From an optimization exercise on the open Yosys and OpenROAD flow, aimed at small area; shortcuts taken in it are not production practice.
In this exercise RTL edits were held to simulation tests only and were not proved equivalent to the original.
Power is estimated from default activity; no workload was simulated.

==> flow/design.v (excerpt) <==
module gm_curve_mc #(
    parameter int  CH_NUM   = 3,
    parameter int  DATI_SZ  = 10,
    parameter int  DATO_SZ  = 10,
    parameter int  SEG_BITS = 4,
    localparam int CHW      = (CH_NUM > 1) ? $clog2(CH_NUM) : 1
) (
    input  logic                      pclk,
    input  logic                      prst,
    input  logic [CH_NUM*DATI_SZ-1:0] px_i,
    input  logic                      px_vld_i,
    input  logic                      frm_str,
    input  logic                      gm_en,
    input  logic [4:0]                gm_str,
    input  logic                      tbl_we,
    input  logic [CHW-1:0]            tbl_ch,
    input  logic [SEG_BITS:0]         tbl_addr,
    input  logic [DATO_SZ-1:0]        tbl_wdat,
    input  logic                      tbl_upd,
    output logic                      tbl_upd_pend,
    output logic [CH_NUM*DATO_SZ-1:0] px_o,
    output logic                      px_vld_o
);
Settings: LEC_CHECK=0, CAP_MARGIN=20, CORE_MARGIN=2, CORE_UTILIZATION=60, CTS_CLUSTER_DIAMETER=80, CTS_CLUSTER_SIZE=36, GPL_TIMING_DRIVEN=0, SLEW_MARGIN=20, SYNTH_HIERARCHICAL=1; clock period 10.0 ns.
standard.sh (not shown) runs the stock make flow with config.mk's settings and CLKGATE_MAP_FILE= SYNTH_SCRIPT=/design/flow/synth_recipe.tcl, a recipe that flattens the netlist after the stock synthesis.
==> flow/flow/run.sh <==
#!/bin/bash
# Layout flow: the standard layout (standard.sh) with the standard
# synthesis unchanged. One setting differs after synthesis: the port buffers
# are sky130_fd_sc_hd__buf_2 cells (every input and output still gets its own
# buffer, as in the standard flow).
# Each step's full output goes to a log file in this folder; ORFS's own
# per-step logs stay under orfs/logs/.
set -euo pipefail
cd "$(dirname "$0")/.."
bash standard.sh synth > synth.log 2>&1
bash standard.sh "BUFFER_PORTS_ARGS=-buffer_cell sky130_fd_sc_hd__buf_2" \
    finish > layout.log 2>&1
Next try:
==> flow/flow/run.sh (replaced) <==
#!/bin/bash
# Layout flow: the standard layout (standard.sh) with the standard
# synthesis unchanged. Two settings differ after synthesis:
#   * the port buffers are sky130_fd_sc_hd__buf_2 cells (every input and
#     output still gets its own buffer, as in the standard flow);
#   * placement and timing repair do not use the largest buffers (buf_8,
#     buf_12, buf_16); DONT_USE_CELLS repeats the platform's own list and
#     adds those three.
# Each step's full output goes to a log file in this folder; ORFS's own
# per-step logs stay under orfs/logs/.
set -euo pipefail
cd "$(dirname "$0")/.."
PLATFORM_DONT_USE="sky130_fd_sc_hd__probe_p_8 sky130_fd_sc_hd__probec_p_8 sky130_fd_sc_hd__lpflow_bleeder_1 sky130_fd_sc_hd__lpflow_clkbufkapwr_1 sky130_fd_sc_hd__lpflow_clkbufkapwr_16 sky130_fd_sc_hd__lpflow_clkbufkapwr_2 sky130_fd_sc_hd__lpflow_clkbufkapwr_4 sky130_fd_sc_hd__lpflow_clkbufkapwr_8 sky130_fd_sc_hd__lpflow_clkinvkapwr_1 sky130_fd_sc_hd__lpflow_clkinvkapwr_16 sky130_fd_sc_hd__lpflow_clkinvkapwr_2 sky130_fd_sc_hd__lpflow_clkinvkapwr_4 sky130_fd_sc_hd__lpflow_clkinvkapwr_8 sky130_fd_sc_hd__lpflow_decapkapwr_12 sky130_fd_sc_hd__lpflow_decapkapwr_3 sky130_fd_sc_hd__lpflow_decapkapwr_4 sky130_fd_sc_hd__lpflow_decapkapwr_6 sky130_fd_sc_hd__lpflow_decapkapwr_8 sky130_fd_sc_hd__lpflow_inputiso0n_1 sky130_fd_sc_hd__lpflow_inputiso0p_1 sky130_fd_sc_hd__lpflow_inputiso1n_1 sky130_fd_sc_hd__lpflow_inputiso1p_1 sky130_fd_sc_hd__lpflow_inputisolatch_1 sky130_fd_sc_hd__lpflow_isobufsrc_1 sky130_fd_sc_hd__lpflow_isobufsrc_16 sky130_fd_sc_hd__lpflow_isobufsrc_2 sky130_fd_sc_hd__lpflow_isobufsrc_4 sky130_fd_sc_hd__lpflow_isobufsrc_8 sky130_fd_sc_hd__lpflow_isobufsrckapwr_16 sky130_fd_sc_hd__lpflow_lsbuf_lh_hl_isowell_tap_1 sky130_fd_sc_hd__lpflow_lsbuf_lh_hl_isowell_tap_2 sky130_fd_sc_hd__lpflow_lsbuf_lh_hl_isowell_tap_4 sky130_fd_sc_hd__lpflow_lsbuf_lh_isowell_4 sky130_fd_sc_hd__lpflow_lsbuf_lh_isowell_tap_1 sky130_fd_sc_hd__lpflow_lsbuf_lh_isowell_tap_2 sky130_fd_sc_hd__lpflow_lsbuf_lh_isowell_tap_4 # # Define fill cells"
bash standard.sh synth > synth.log 2>&1
bash standard.sh "BUFFER_PORTS_ARGS=-buffer_cell sky130_fd_sc_hd__buf_2" \
    "DONT_USE_CELLS=$PLATFORM_DONT_USE sky130_fd_sc_hd__buf_8 sky130_fd_sc_hd__buf_12 sky130_fd_sc_hd__buf_16" \
    finish > layout.log 2>&1
CTS_CLUSTER_DIAMETER = 100   (was 80)
CTS_CLUSTER_SIZE = 30   (was 36)
=> Sequential power hardly moves. Clock-buffer cell count goes up by 13. Cell count goes up by 0.58%. Total power goes down by 0.73%. Synthesized cell count does not change. First-iteration DRC count goes down by 1.7%.


Starting RTL as in the previous note.
clock: 10.0 ns
lec_check: 0
cap_margin: 20
core_margin: 2
core_utilization: 70
cts_cluster_diameter: 100
cts_cluster_size: 30
gpl_timing_driven: 0
slew_margin: 20
synth_hierarchical: 1
==> flow/flow/run.sh <==
#!/bin/bash
# Layout flow: the standard layout (standard.sh) with the standard
# synthesis unchanged. Two settings differ after synthesis:
#   * the port buffers are sky130_fd_sc_hd__buf_2 cells (every input and
#     output still gets its own buffer, as in the standard flow);
#   * placement and timing repair do not use the largest buffers (buf_8,
#     buf_12, buf_16); DONT_USE_CELLS repeats the platform's own list and
#     adds those three.
# Each step's full output goes to a log file in this folder; ORFS's own
# per-step logs stay under orfs/logs/.
set -euo pipefail
cd "$(dirname "$0")/.."
PLATFORM_DONT_USE="sky130_fd_sc_hd__probe_p_8 sky130_fd_sc_hd__probec_p_8 sky130_fd_sc_hd__lpflow_bleeder_1 sky130_fd_sc_hd__lpflow_clkbufkapwr_1 sky130_fd_sc_hd__lpflow_clkbufkapwr_16 sky130_fd_sc_hd__lpflow_clkbufkapwr_2 sky130_fd_sc_hd__lpflow_clkbufkapwr_4 sky130_fd_sc_hd__lpflow_clkbufkapwr_8 sky130_fd_sc_hd__lpflow_clkinvkapwr_1 sky130_fd_sc_hd__lpflow_clkinvkapwr_16 sky130_fd_sc_hd__lpflow_clkinvkapwr_2 sky130_fd_sc_hd__lpflow_clkinvkapwr_4 sky130_fd_sc_hd__lpflow_clkinvkapwr_8 sky130_fd_sc_hd__lpflow_decapkapwr_12 sky130_fd_sc_hd__lpflow_decapkapwr_3 sky130_fd_sc_hd__lpflow_decapkapwr_4 sky130_fd_sc_hd__lpflow_decapkapwr_6 sky130_fd_sc_hd__lpflow_decapkapwr_8 sky130_fd_sc_hd__lpflow_inputiso0n_1 sky130_fd_sc_hd__lpflow_inputiso0p_1 sky130_fd_sc_hd__lpflow_inputiso1n_1 sky130_fd_sc_hd__lpflow_inputiso1p_1 sky130_fd_sc_hd__lpflow_inputisolatch_1 sky130_fd_sc_hd__lpflow_isobufsrc_1 sky130_fd_sc_hd__lpflow_isobufsrc_16 sky130_fd_sc_hd__lpflow_isobufsrc_2 sky130_fd_sc_hd__lpflow_isobufsrc_4 sky130_fd_sc_hd__lpflow_isobufsrc_8 sky130_fd_sc_hd__lpflow_isobufsrckapwr_16 sky130_fd_sc_hd__lpflow_lsbuf_lh_hl_isowell_tap_1 sky130_fd_sc_hd__lpflow_lsbuf_lh_hl_isowell_tap_2 sky130_fd_sc_hd__lpflow_lsbuf_lh_hl_isowell_tap_4 sky130_fd_sc_hd__lpflow_lsbuf_lh_isowell_4 sky130_fd_sc_hd__lpflow_lsbuf_lh_isowell_tap_1 sky130_fd_sc_hd__lpflow_lsbuf_lh_isowell_tap_2 sky130_fd_sc_hd__lpflow_lsbuf_lh_isowell_tap_4 # # Define fill cells"
bash standard.sh synth > synth.log 2>&1
bash standard.sh "BUFFER_PORTS_ARGS=-buffer_cell sky130_fd_sc_hd__buf_2" \
    "DONT_USE_CELLS=$PLATFORM_DONT_USE sky130_fd_sc_hd__buf_8 sky130_fd_sc_hd__buf_12 sky130_fd_sc_hd__buf_16" \
    finish > layout.log 2>&1
Rerun with:
==> flow/flow/run.sh (replaced) <==
#!/bin/bash
# Layout flow: the standard layout (standard.sh) with the standard
# synthesis unchanged. One setting differs after synthesis: the port buffers
# are sky130_fd_sc_hd__buf_2 cells (every input and output still gets its own
# buffer, as in the standard flow).
# Each step's full output goes to a log file in this folder; ORFS's own
# per-step logs stay under orfs/logs/.
set -euo pipefail
cd "$(dirname "$0")/.."
bash standard.sh synth > synth.log 2>&1
bash standard.sh "BUFFER_PORTS_ARGS=-buffer_cell sky130_fd_sc_hd__buf_2" \
    finish > layout.log 2>&1
- CORE_UTILIZATION: 70 -> 60
What happened: Sequential power is about the same; power rose slightly; core utilization came out lower by 11 points; wire length rose slightly; worst setup slack gets better by 54 ps.
Rerun with:
--- a/flow/flow/run.sh
+++ b/flow/flow/run.sh
@@ -3,3 +3,6 @@
-# synthesis unchanged. One setting differs after synthesis: the port buffers
-# are sky130_fd_sc_hd__buf_2 cells (every input and output still gets its own
-# buffer, as in the standard flow).
+# synthesis unchanged. Two settings differ after synthesis:
+#   * the port buffers are sky130_fd_sc_hd__buf_2 cells (every input and
+#     output still gets its own buffer, as in the standard flow);
+#   * placement and timing repair do not use the largest buffers (buf_8,
+#     buf_12, buf_16); DONT_USE_CELLS repeats the platform's own list and
+#     adds those three.
@@ -9,0 +13 @@
+PLATFORM_DONT_USE="sky130_fd_sc_hd__probe_p_8 sky130_fd_sc_hd__probec_p_8 sky130_fd_sc_hd__lpflow_bleeder_1 sky130_fd_sc_hd__lpflow_clkbufkapwr_1 sky130_fd_sc_hd__lpflow_clkbufkapwr_16 sky130_fd_sc_hd__lpflow_clkbufkapwr_2 sky130_fd_sc_hd__lpflow_clkbufkapwr_4 sky130_fd_sc_hd__lpflow_clkbufkapwr_8 sky130_fd_sc_hd__lpflow_clkinvkapwr_1 sky130_fd_sc_hd__lpflow_clkinvkapwr_16 sky130_fd_sc_hd__lpflow_clkinvkapwr_2 sky130_fd_sc_hd__lpflow_clkinvkapwr_4 sky130_fd_sc_hd__lpflow_clkinvkapwr_8 sky130_fd_sc_hd__lpflow_decapkapwr_12 sky130_fd_sc_hd__lpflow_decapkapwr_3 sky130_fd_sc_hd__lpflow_decapkapwr_4 sky130_fd_sc_hd__lpflow_decapkapwr_6 sky130_fd_sc_hd__lpflow_decapkapwr_8 sky130_fd_sc_hd__lpflow_inputiso0n_1 sky130_fd_sc_hd__lpflow_inputiso0p_1 sky130_fd_sc_hd__lpflow_inputiso1n_1 sky130_fd_sc_hd__lpflow_inputiso1p_1 sky130_fd_sc_hd__lpflow_inputisolatch_1 sky130_fd_sc_hd__lpflow_isobufsrc_1 sky130_fd_sc_hd__lpflow_isobufsrc_16 sky130_fd_sc_hd__lpflow_isobufsrc_2 sky130_fd_sc_hd__lpflow_isobufsrc_4 sky130_fd_sc_hd__lpflow_isobufsrc_8 sky130_fd_sc_hd__lpflow_isobufsrckapwr_16 sky130_fd_sc_hd__lpflow_lsbuf_lh_hl_isowell_tap_1 sky130_fd_sc_hd__lpflow_lsbuf_lh_hl_isowell_tap_2 sky130_fd_sc_hd__lpflow_lsbuf_lh_hl_isowell_tap_4 sky130_fd_sc_hd__lpflow_lsbuf_lh_isowell_4 sky130_fd_sc_hd__lpflow_lsbuf_lh_isowell_tap_1 sky130_fd_sc_hd__lpflow_lsbuf_lh_isowell_tap_2 sky130_fd_sc_hd__lpflow_lsbuf_lh_isowell_tap_4 # # Define fill cells"
@@ -11,0 +16 @@
+    "DONT_USE_CELLS=$PLATFORM_DONT_USE sky130_fd_sc_hd__buf_8 sky130_fd_sc_hd__buf_12 sky130_fd_sc_hd__buf_16" \
- CTS_CLUSTER_DIAMETER: 100 -> 120
- CTS_CLUSTER_SIZE: 30 -> 25
What happened: The new run passed the timing, design-rule and antenna checks; fmax went down by 0.34%; design area came out lower by 0.55%; global-route usage goes up by 0.15 points; hold slack stays flat; die area does not change; critical path depth is unchanged; core utilization fell by 0.37 points; total power increases by 0.53%.
Rerun with:
--- a/flow/flow/run.sh
+++ b/flow/flow/run.sh
@@ -6 +6 @@
-#   * placement and timing repair do not use the largest buffers (buf_8,
+#   * placement and timing repair do not use the largest buffers (buf_6, buf_8,
@@ -8 +8 @@
-#     adds those three.
+#     adds those four.
@@ -16 +16 @@
-    "DONT_USE_CELLS=$PLATFORM_DONT_USE sky130_fd_sc_hd__buf_8 sky130_fd_sc_hd__buf_12 sky130_fd_sc_hd__buf_16" \
+    "DONT_USE_CELLS=$PLATFORM_DONT_USE sky130_fd_sc_hd__buf_6 sky130_fd_sc_hd__buf_8 sky130_fd_sc_hd__buf_12 sky130_fd_sc_hd__buf_16" \
- CTS_CLUSTER_DIAMETER: 120 -> 100
- CTS_CLUSTER_SIZE: 25 -> 30
The changed run finished with timing, DRC and antenna clean. Non-clock buffer count decreases by 30. Final area rises by 0.95%. Combinational power rose by about 2%. Power is about the same. Synthesized area is unchanged. Flip-flop and latch count stays the same.

-- what the ideal ports hide --
Ports are ideal in the flow. The routed layouts listed here were re-timed in OpenROAD.
Step 1 sets driving cells, clkbuf_16 on the clock port and buf_2 on the other inputs (assumed; they add their load-dependent delay and slew).
Step 2 adds t to the input delays and takes it off the output delays; t is the mean of the earliest and latest rising clock arrival at the registers after step 1. Input paths then give back, and output paths get back, about the clock's delay inside the block.
a / b / c = ideal / step 1 / step 2; a / b = the first two.
| run | t, ns | setup slack, ns | worst setup path at the end | latest minus earliest clock arrival (ns) |
|---|---|---|---|---|
| the first run of note 1 | 0.675 | 0.167 / 0.181 / -0.495 | input to register | 0.047 / 0.047 |
| the second run of note 1 | 0.688 | 0.147 / 0.145 / -0.543 | input to register | 0.039 / 0.039 |
| the first run of note 2 | 0.697 | 0.176 / 0.203 / -0.494 | input to register | 0.051 / 0.052 |
| the second run of note 2 | 0.683 | 0.229 / 0.231 / -0.453 | input to register | 0.047 / 0.047 |
| the third run of note 2 | 0.680 | 0.196 / 0.216 / -0.464 | input to register | 0.022 / 0.021 |
| the fourth run of note 2 | 0.681 | 0.166 / 0.166 / -0.515 | input to register | 0.053 / 0.053 |
With both steps, setup timing fails in every run listed, where it was met with ideal ports. The setup slack of the second run of note 1, which loses most, moves by -0.002 ns with the drivers and by -0.690 ns with both steps.
